This is an optimization exercise on Yosys and OpenROAD, whose aim is small area and few clock cycles per item, not a production implementation.
Function was checked by simulation only, so behaviour that the tests miss may differ from the original.
Power and IR drop assume default switching activity. No driver is modelled on the clock port, so clocking that relies on it looks cheaper here than on a real chip.

job 6178:
==> flow/design.v <==
`default_nettype none
package dither_pkg;
  typedef logic [15:0] rgb565_t;  
  typedef logic [8-1:0] gray_t;
  typedef logic signed [11-1:0] err_t;  
  typedef logic [11-1:0] hcount_t;
  typedef logic [10-1:0] vcount_t;
  typedef enum logic [1:0] {
    avg   = 2'd0,  
    red   = 2'd1,
    green = 2'd2,
    blue  = 2'd3
  } gray_sel_t;
  typedef struct packed {
    gray_t   gray;
    hcount_t hcount;
    vcount_t vcount;
  } gray_beat_t;
  typedef struct packed {
    logic    dot;  
    gray_t   gray;
    hcount_t hcount;
    vcount_t vcount;
  } dot_beat_t;
endpackage
`default_nettype wire
`timescale 1ns/1ps
`default_nettype none
module pipe_stage #(
  parameter int width = 8  
) (
  input  wire           clk_pixel,
  input  wire           rst_n,
  input  wire           in_valid,
  output logic          in_ready,
  input  wire [width-1:0] in_data,
  output logic          out_valid,
  input  wire           out_ready,
  output logic [width-1:0] out_data
);
  logic take;  
  logic give;  
  assign give = out_valid && out_ready;
  assign in_ready = !out_valid || out_ready;
  assign take = in_valid && in_ready;
  always_ff @(posedge clk_pixel or negedge rst_n) begin
    if (!rst_n) begin
      out_valid <= 1'b0;
    end else if (take) begin
      out_valid <= 1'b1;  
    end else if (give) begin
      out_valid <= 1'b0;  
    end
  end
  always_ff @(posedge clk_pixel) begin
    if (take) begin
      out_data <= in_data;
    end
  end
endmodule
`default_nettype wire
`timescale 1ns/1ps
`default_nettype none
module gray_convert (
  input  dither_pkg::rgb565_t        in_pixel,
  input  dither_pkg::gray_sel_t      gray_sel,
  output dither_pkg::gray_t          gray
);
  dither_pkg::gray_t  red8;       
  dither_pkg::gray_t  green8;
  dither_pkg::gray_t  blue8;
  logic [8+1:0] chan_sum;   
  logic [8+1:0] avg_full;
  assign red8   = {in_pixel[15:11], 3'b000};
  assign green8 = {in_pixel[10:5], 2'b00};
  assign blue8  = {in_pixel[4:0], 3'b000};
  assign chan_sum = {2'b00, red8} + {2'b00, green8} + {2'b00, blue8};
  assign avg_full = (chan_sum >> 2) + (chan_sum >> 4) + (chan_sum >> 6);
  always_comb begin
    case (gray_sel)
      dither_pkg::avg:     gray = avg_full[8-1:0];  
      dither_pkg::red:     gray = red8;
      dither_pkg::green:   gray = green8;
      dither_pkg::blue:    gray = blue8;
      default: gray = avg_full[8-1:0];
    endcase
  end
endmodule
`default_nettype wire
`timescale 1ns/1ps
`default_nettype none
module error_line_buffer #(
  parameter int line_width = 320,  
  parameter int ring_len   = 64,            
  parameter int share_w    = 8              
) (
  input  wire                      clk_pixel,
  input  wire [$clog2(line_width/ring_len)-1:0] ring_sel,  
  output logic [share_w-1:0]       rd_share,   
  input  wire                      wr_en,
  input  wire [share_w-1:0]        wr_share
);
  localparam int ring_count = line_width / ring_len;
  localparam int ring_bits  = ring_len * share_w;
  logic [share_w-1:0] tap [ring_count];
  for (genvar j = 0; j < ring_count; j++) begin : g_ring
    logic [ring_bits-1:0] ring;  
    assign tap[j] = ring[ring_bits-1 -: share_w];
    always_ff @(posedge clk_pixel) begin
      ring <= {ring[ring_bits-share_w-1:0],
               (wr_en && ring_sel == j) ? wr_share : tap[j]};
    end
  end
  assign rd_share = tap[ring_sel];
endmodule
`default_nettype wire
`timescale 1ns/1ps
`default_nettype none
module diffusion_core (
  input  dither_pkg::gray_t        gray,
  input  wire                      first_col,   
  input  wire                      first_row,   
  input  wire signed [7:0]         right_in,    
  input  wire signed [7:0]         down_in,     
  input  dither_pkg::gray_t        threshold,
  output logic                     dot,
  output logic signed [7:0]        right_out,
  output logic signed [7:0]        down_out
);
  logic signed [9:0] carry_term;
  logic signed [9:0] up_term;
  logic signed [9:0] sum;
  logic signed [8:0] err;
  assign carry_term = first_col ? 10'sd0 : 10'(right_in);
  assign up_term    = first_row ? 10'sd0 : 10'(down_in);
  assign sum = $signed({2'b00, gray}) + carry_term + up_term;
  assign dot = (sum >= $signed({2'b00, threshold}));
  assign err = dot ? 9'(sum - 10'sd255) : 9'(sum);
  assign right_out = 8'(err >>> 1);
  assign down_out  = 8'((err + 9'sd1) >>> 1);
endmodule
`default_nettype wire
`timescale 1ns/1ps
`default_nettype none
module dither_top #(
  parameter int line_width = 320
) (
  input  wire            clk_pixel,
  input  wire            rst_n,
  input  wire            in_valid,
  output logic           in_ready,
  input  dither_pkg::rgb565_t        in_pixel,
  input  dither_pkg::hcount_t        in_hcount,
  input  dither_pkg::vcount_t        in_vcount,
  input  dither_pkg::gray_sel_t      gray_sel,   
  input  dither_pkg::gray_t          threshold,  
  output logic           out_valid,
  input  wire            out_ready,
  output logic           out_dot,
  output dither_pkg::gray_t          out_gray,
  output dither_pkg::hcount_t        out_hcount,
  output dither_pkg::vcount_t        out_vcount
);
  localparam int ring_len = 64;  
  localparam int phase_w  = $clog2(ring_len);
  localparam int sel_w    = $clog2(line_width / ring_len);
  logic               stage_ready;
  logic               phase_ok;
  logic               accept;
  logic [phase_w-1:0] idle_phase;  
  logic               started;     
  dither_pkg::gray_t  gray;
  logic               dot;
  logic signed [7:0]  right_carry;
  logic signed [7:0]  right_share;
  logic signed [7:0]  down_share;
  logic signed [7:0]  up_share;
  dither_pkg::dot_beat_t beat_in;
  dither_pkg::dot_beat_t beat_out;
  assign phase_ok = (idle_phase == '0);
  assign in_ready = stage_ready && phase_ok;
  assign accept   = in_valid && in_ready;
  always_ff @(posedge clk_pixel or negedge rst_n) begin
    if (!rst_n) begin
      idle_phase <= '0;
      started    <= 1'b0;
    end else begin
      if (accept) begin
        started <= 1'b1;
      end
      if (!accept && started) begin
        idle_phase <= idle_phase + 1'b1;
      end
    end
  end
  gray_convert gray_conv (
    .in_pixel(in_pixel),
    .gray_sel(gray_sel),
    .gray(gray)
  );
  error_line_buffer #(
    .line_width(line_width),
    .ring_len(ring_len),
    .share_w(8)
  ) err_buf (
    .clk_pixel(clk_pixel),
    .ring_sel(in_hcount[phase_w +: sel_w]),
    .rd_share(up_share),
    .wr_en(accept),
    .wr_share(down_share)
  );
  diffusion_core diffuse (
    .gray(gray),
    .first_col(in_hcount == '0),
    .first_row(in_vcount == '0),
    .right_in(right_carry),
    .down_in(up_share),
    .threshold(threshold),
    .dot(dot),
    .right_out(right_share),
    .down_out(down_share)
  );
  always_ff @(posedge clk_pixel) begin
    if (accept) begin
      right_carry <= right_share;
    end
  end
  always_comb begin
    beat_in.dot    = dot;
    beat_in.gray   = gray;
    beat_in.hcount = in_hcount;
    beat_in.vcount = in_vcount;
  end
  pipe_stage #(
    .width(1 + 8 + 11 + 10)
  ) dot_stage (
    .clk_pixel(clk_pixel),
    .rst_n(rst_n),
    .in_valid(in_valid && phase_ok),
    .in_ready(stage_ready),
    .in_data(beat_in),
    .out_valid(out_valid),
    .out_ready(out_ready),
    .out_data(beat_out)
  );
  assign out_dot    = beat_out.dot;
  assign out_gray   = beat_out.gray;
  assign out_hcount = beat_out.hcount;
  assign out_vcount = beat_out.vcount;
endmodule
`default_nettype wire
==> flow/config.mk <==
export PLATFORM = sky130hd
export DESIGN_NAME = dither_top
export DESIGN_NICKNAME = dither_top
export VERILOG_FILES = /design/flow/design.v
export SDC_FILE = /design/flow/constraint.sdc
export NUM_CORES = 4
export LEC_CHECK = 0
export CAP_MARGIN = 20
export CORE_MARGIN = 2
export CORE_UTILIZATION = 45
export CTS_BUF_LIST = sky130_fd_sc_hd__clkbuf_16
export CTS_CLUSTER_DIAMETER = 60
export CTS_CLUSTER_SIZE = 30
export PLACE_DENSITY = 0.6
export SLEW_MARGIN = 20
==> flow/constraint.sdc <==
create_clock -name core_clock -period 12.0 [get_ports {clk_pixel}]
set_input_delay 2.4000 -clock core_clock [delete_from_list [all_inputs] [get_ports {clk_pixel}]]
set_output_delay 2.4000 -clock core_clock [all_outputs]
set_load 0.01 [all_outputs]
run.sh (not shown) runs the stock make flow with config.mk's settings and CLKGATE_MAP_FILE= SYNTH_SCRIPT=/design/flow/synth_recipe.tcl, a recipe that flattens the netlist after the stock synthesis.
Testbench counts of job 6178, summed over its fixed seeds: cycles 460,806, items 460,800.
Changes in job 9448 relative to job 6178:
- a deleted CTS_CLUSTER_SIZE that had been 30
- a deleted CTS_CLUSTER_DIAMETER that had been 60
- a deleted CTS_BUF_LIST that had been sky130_fd_sc_hd__clkbuf_16
==> flow/flow/run.sh (new file) <==
#!/bin/bash
# Standard layout, with the clock tree built without dummy loads and the
# ports buffered with the smallest buffer.
set -euo pipefail
bash standard.sh \
  'CTS_ARGS=-sink_clustering_enable -repair_clock_nets -sink_clustering_size 34 -sink_clustering_max_diameter 80 -buf_list sky130_fd_sc_hd__clkbuf_16 -dont_use_dummy_load' \
  'BUFFER_PORTS_ARGS=-buffer_cell sky130_fd_sc_hd__buf_1' \
  finish > standard_flow.log 2>&1
==> flow/standard.sh (new file) <==
#!/bin/bash
# synth_recipe.tcl (not shown) runs the flow's synth.tcl, then flattens the netlist and writes it again
# the make line also repeats each setting of config.mk as NAME=value (left out here)
make -C /OpenROAD-flow-scripts/flow DESIGN_CONFIG=/design/flow/config.mk WORK_HOME=/design/flow/orfs CLKGATE_MAP_FILE= SYNTH_SCRIPT=/design/flow/synth_recipe.tcl "${@:-finish}"
removed: flow/run.sh
Findings:
Diff job 6178 and job 9448: clock group share of total power lower in job 9448
Against job 6178 as the reference, job 9448 delivers a lower final layout net count.
Relative to job 6178, the final cell area reported for job 9448 is lower.
Diff job 6178 -> job 9448: met1 usage in global routing decreased by 0.40 points relative to the old numbers; final cell count decreased by 89 relative to the old numbers; final critical delay including setup and external delays decreased by 260 ps relative to the old numbers; critical path data arrival time decreased by 310 ps relative to the old numbers; utilization after layout decreased by 1.5 points relative to the old numbers.
Min first-pass GRT wire length across job 6178 and job 9448: job 9448
Wire: job 9448 routes less than job 6178
### job 9448 -> job 6407
- setting CTS_CLUSTER_DIAMETER to 50 for the first time
- setting CTS_CLUSTER_SIZE to 18 for the first time
- setting CTS_BUF_LIST to sky130_fd_sc_hd__clkbuf_8 for the first time
==> flow/flow/run.sh <==
#!/bin/bash
# Standard layout, with the clock tree built without dummy loads and the
# ports buffered with the smallest buffer.
set -euo pipefail
bash standard.sh \
  'CTS_ARGS=-sink_clustering_enable -repair_clock_nets -sink_clustering_size 18 -sink_clustering_max_diameter 50 -buf_list sky130_fd_sc_hd__clkbuf_8 -dont_use_dummy_load' \
  'BUFFER_PORTS_ARGS=-buffer_cell sky130_fd_sc_hd__buf_1' \
  finish > standard_flow.log 2>&1
Notes after the runs:
Job 6407 finished all stages; the layout is clean. Power: job 9448 vs job 6407, no meaningful difference. Hold slack: job 6407 vs job 9448 down 21 ps. Changes observed in job 6407 relative to job 9448: clock-pin slew reported for the worst setup and hold paths after clock tree synthesis lower; global-route usage higher. Compare job 9448 and job 6407 | via count lower: job 9448. Going from job 9448 to job 6407, sequential cell area share now smaller, critical path depth now smaller, routed wire length now larger, worst path buffer plus inverter count comparable. In the reports for job 9448 and job 6407, the smaller slack of the critical path belongs to job 9448.
For job 6113, these inputs were changed with respect to job 6407:
- removing CTS_BUF_LIST (formerly sky130_fd_sc_hd__clkbuf_8)
- changing CORE_UTILIZATION from 45 to 60
- changing PLACE_DENSITY from 0.6 to 0.7
- removing CTS_CLUSTER_DIAMETER (formerly 50)
- removing CTS_CLUSTER_SIZE (formerly 18)
==> flow/flow/run.sh <==
#!/bin/bash
# Standard layout, with the clock tree built without dummy loads and the
# ports buffered with the smallest buffer.
set -euo pipefail
bash standard.sh \
  'CTS_ARGS=-sink_clustering_enable -repair_clock_nets -sink_clustering_size 20 -sink_clustering_max_diameter 60 -buf_list sky130_fd_sc_hd__clkbuf_8 -dont_use_dummy_load' \
  'BUFFER_PORTS_ARGS=-buffer_cell sky130_fd_sc_hd__buf_1' \
  finish > standard_flow.log 2>&1
==> comparison <==
- In the flow results for job 6407 and job 6113, the portion of total power attributed to the clock network is smaller on job 6113.
- [job 6113] total detailed-routing wirelength rose 8.3% relative to job 6407
- Net count of the finished layout: job 6113 vs job 6407 down 22
- Summary: with job 6407 as the reference, final standard cell area without fillers in job 6113 moved down slightly.
- On non-clock buffer count: job 6113 sits below job 6407.
[inputs] job 2109 vs job 6113
- setting CTS_CLUSTER_DIAMETER to 50 for the first time
- changing CORE_UTILIZATION from 60 to 45
- changing PLACE_DENSITY from 0.7 to 0.6
- setting CTS_BUF_LIST to sky130_fd_sc_hd__clkbuf_8 for the first time
- setting CTS_CLUSTER_SIZE to 18 for the first time
==> flow/run.sh (new file) <==
#!/bin/bash
# synth_recipe.tcl (not shown) runs the flow's synth.tcl, then flattens the netlist and writes it again
# the make line also repeats each setting of config.mk as NAME=value (left out here)
make -C /OpenROAD-flow-scripts/flow DESIGN_CONFIG=/design/flow/config.mk WORK_HOME=/design/flow/orfs CLKGATE_MAP_FILE= SYNTH_SCRIPT=/design/flow/synth_recipe.tcl finish
removed: flow/flow/run.sh
removed: flow/standard.sh
Findings:
- Going from job 6113 to job 2109, routing usage on met3 shrinks by 0.37 points.
- [compare] base=job 6113 new=job 2109: per-cell via count in the routed design now smaller, number of stages on the worst setup path climbed 2.8%, placement-stage worst setup slack has increased, design area went up, final cell count without fillers rose by about 10%.
- As of job 2109, via count had risen slightly compared to job 6113.
- Job 6113 → job 2109: sum of net half-perimeters after detailed placement has decreased; part of the total power dissipated in the clock network has increased; switching power as a share of total power has increased.
- The final layouts of job 2109 and job 6113 pass the timing, DRC and antenna checks.
Inputs modified between job 2109 and job 2191:
- clearing CTS_CLUSTER_SIZE, which used to be 18
- clearing CTS_BUF_LIST, which used to be sky130_fd_sc_hd__clkbuf_8
- clearing CTS_CLUSTER_DIAMETER, which used to be 50
==> run summary <==
Summary of job 2191 over job 2109: final worst setup slack down 46 ps; overall routed net length rose by 4.4%; count of placed standard cells in the final layout, fillers left out increased by 178 relative to the old numbers.
Looking at clock tree skew after final layout, job 2191 sits 9.5 ps higher than job 2109 does.
Clock network area share on job 2191 is up relative to job 2109.
Taking job 2109 as the reference, in job 2191 total power increased 24%, post-layout utilization of the core increased 3.9 points, transition at the pin with the smallest max-transition slack decreased 8.7 ps.

## port drivers added, routing unchanged
No port has a modelled driver above. Below, the same layouts with a new extraction and two added sets of constraints. Step 1: set_driving_cell puts a clkbuf_16 on clk_pixel and a buf_2 on each other input, an assumption about the parent block. Step 2, shift: input delay + t, output delay - t, t = (earliest + latest rising clock arrival at the registers) / 2. This alone moves slack from input paths to output paths. a / b / c = ideal ports / drivers / drivers and shift; a / b = the first two.
run	shift t [ns]	setup slack, ns	clock arrival spread, ns
job 6178	0.770	1.011 / 1.051 / 0.281	0.031 / 0.031
job 9448	0.709	1.269 / 1.311 / 0.602	0.116 / 0.116
job 6407	0.874	1.445 / 1.489 / 0.615	0.145 / 0.146
job 6113	0.837	1.132 / 1.164 / 0.327	0.136 / 0.135
job 2109	0.912	1.158 / 1.194 / 0.282	0.050 / 0.050
job 2191	0.849	1.112 / 1.152 / 0.303	0.056 / 0.056
After both steps every run listed still meets setup and hold. The setup slack of job 2109, which loses most, moves by +0.036 ns with the drivers and by -0.876 ns with both steps.
